Background: an optimization exercise with open tools, aiming at a short achievable clock period and few clock cycles. Do not read the settings as production practice.
The RTL was checked by simulation tests, not by an equivalence proof against the original design.
Power and IR drop assume default switching activity.

==> flow/design.v (excerpt) <==
module roi_crop_mosaic_address_gen_core (
    input  logic         clk,
    input  logic         rst_n,
    input  logic         s_tvalid,
    output logic         s_tready,
    input  logic [47:0]  s_tdata,   
    input  logic         s_tuser,   
    output logic         m_tvalid,
    input  logic         m_tready,
    output logic [103:0] m_tdata,   
    output logic [1:0]   m_tuser,   
    output logic         m_tlast,
    input  logic         cfg_valid,
    output logic         cfg_ready,
    input  logic [2:0]   cfg_index,
    input  logic [12:0]  cfg_data
);
Size: about 7000 cells after synthesis, about 180 I/O pins, roughly 0.076 sq mm of cells after synthesis.
Settings: LEC_CHECK=0, CAP_MARGIN=20, CORE_MARGIN=2, CORE_UTILIZATION=65, CTS_CLUSTER_DIAMETER=100, CTS_CLUSTER_SIZE=24, PLACE_DENSITY=0.75, SLEW_MARGIN=20; clock period 10.0 ns.
standard.sh (not shown) runs the stock make flow with config.mk's settings and CLKGATE_MAP_FILE= SYNTH_SCRIPT=/design/flow/synth_recipe.tcl, a recipe that flattens the netlist after the stock synthesis.
==> flow/flow/run.sh <==
#!/bin/bash
# Standard layout, with timing repair aimed at a tighter target than the clock period so that
# the resizer keeps improving paths that already meet 10 ns. Constraints are unchanged.
set -euo pipefail
bash standard.sh SETUP_SLACK_MARGIN=7 finish > standard_flow.log 2>&1
Testbench counts at the start, summed over its fixed seeds: cycles 75,828.
Rerun with:
CORE_UTILIZATION = 50   (was 65)
PLACE_DENSITY = not set   (was 0.75)
Setup slack barely changes.
Register-to-register slack improved by 0.02 ns.
Clock skew went up by 0.021 ns.
Final cell count increases by 5.7%.
Utilization is lower by 16 points.
Global-route usage went down by 6.3 points.
Maximum frequency hardly moves.
Rerun with:
PLACE_DENSITY = 0.8   (was not set)
Result:
- area after synthesis does not change
- cell count hardly moves
- routed wire length increases by 0.60%

Setup of wip/lagoon:
Another version of the RTL of roi_crop_mosaic_address_gen_core (not shown whole).
Size: roughly 7100 cells after synthesis, ~180 I/O pins, ~79000 sq um of cells after synthesis.
clock: 10.0 ns
lec_check: 0
cap_margin: 20
core_margin: 2
core_utilization: 50
cts_cluster_diameter: 100
cts_cluster_size: 24
setup_slack_margin: 5
slew_margin: 20
run.sh (not shown) runs the stock make flow with config.mk's settings and CLKGATE_MAP_FILE= SYNTH_SCRIPT=/design/flow/synth_recipe.tcl, a recipe that flattens the netlist after the stock synthesis.
Stock flow here: none of the scripts above is used.
wip/lagoon has completed all stages; timing, DRC and antenna checks passed.
Testbench counts of wip/lagoon, summed over its fixed seeds: cycles 75,836.
Edits applied to the flow inputs when going from wip/lagoon to wip/indigo:
Settings: clearing SETUP_SLACK_MARGIN, which used to be 5; swapping 24 for 26 in CTS_CLUSTER_SIZE; swapping 100 for 120 in CTS_CLUSTER_DIAMETER.
==> flow/flow/run.sh (new file) <==
#!/bin/bash
# Standard layout, with timing repair aimed at a tighter target than the clock period so that
# the resizer keeps improving paths that already meet 10 ns. Constraints are unchanged.
set -euo pipefail
bash standard.sh SETUP_SLACK_MARGIN=7.3 finish > standard_flow.log 2>&1
==> flow/standard.sh (new file) <==
#!/bin/bash
# synth_recipe.tcl (not shown) runs the flow's synth.tcl, then flattens the netlist and writes it again
# the make line also repeats each setting of config.mk as NAME=value (left out here)
make -C /OpenROAD-flow-scripts/flow DESIGN_CONFIG=/design/flow/config.mk WORK_HOME=/design/flow/orfs CLKGATE_MAP_FILE= SYNTH_SCRIPT=/design/flow/synth_recipe.tcl "${@:-finish}"
removed: flow/run.sh
### Flow results
wip/indigo | status: complete | timing, DRC, antenna: pass
The lower internal power came out of wip/lagoon.
Looking at worst-case setup margin in the final layout, wip/indigo sits 650 ps above wip/lagoon.
Of wip/indigo and wip/lagoon, wip/lagoon shows the higher instance count on the critical path, with wip/indigo below it.
Changes observed in wip/indigo relative to wip/lagoon: register-to-register slack shows an increase of 940 ps, non-clock buffer area fraction after layout saw an increase.
Input changes introduced in wip/sierra (baseline for comparison: wip/indigo):
Settings: CORE_UTILIZATION: 50 -> 60; CTS_CLUSTER_SIZE: 26 -> 24; CTS_CLUSTER_DIAMETER: 120 -> 100.
-- flow/flow/run.sh --
<<< wip/indigo, line 5
bash standard.sh SETUP_SLACK_MARGIN=7.3 finish > standard_flow.log 2>&1
>>> wip/sierra, line 5
bash standard.sh SETUP_SLACK_MARGIN=7 finish > standard_flow.log 2>&1
### Flow results
wip/sierra vs. wip/indigo: combinational fraction of design power went down by 2.2 points. Sort wip/sierra and wip/indigo by number of global-route vias before repair desc -> top: wip/indigo. wip/sierra against wip/indigo: combinational power went down; final-report max-slew violation count closely matched the old numbers.
Setup changes, wip/sierra to wip/pepper
Settings: changing CORE_UTILIZATION from 60 to 50.
==> summary.txt <==
The die outline height of wip/pepper is higher than that of wip/sierra. [compare] base=wip/sierra new=wip/pepper: number of fillers in the final layout grew by 3223, design area grew by 0.42%.

re-timing with driven ports:
In the flow no input, the clock included, has a driving cell. The finished layouts below were timed again as built, in two steps. Step 1, drivers: a clkbuf_16 drives clk and a buf_2 each remaining input, both assumed. Step 2 times the ports against the registers' clock, not the clock port: input delays grow and output delays shrink by t, the midpoint of the rising clock arrivals with the driver on. Slacks: ideal ports / drivers / drivers and shift; pairs: ideal ports / drivers.
run | shift t [ns] | slack for setup (ns) | worst setup path after step 2 | clock arrival spread, ns
the first run of note 1 | 0.778 | 6.729 / 6.649 / 6.375 | input to register | 0.035 / 0.035
the second run of note 1 | 0.794 | 6.730 / 6.646 / 6.418 | input to register | 0.052 / 0.052
the third run of note 1 | 0.792 | 6.735 / 6.656 / 6.263 | input to register | 0.063 / 0.063
wip/lagoon | 0.812 | 6.065 / 6.065 / 5.609 | input to register | 0.077 / 0.077
wip/indigo | 0.798 | 6.717 / 6.637 / 6.580 | input to register | 0.054 / 0.054
wip/sierra | 0.810 | 6.722 / 6.639 / 6.280 | input to register | 0.037 / 0.037
wip/pepper | 0.801 | 6.742 / 6.660 / 6.240 | input to register | 0.046 / 0.045
After both steps every run listed still meets setup and hold. For wip/pepper, which loses most, drivers alone change the setup slack by -0.082 ns; drivers and shift together by -0.502 ns.
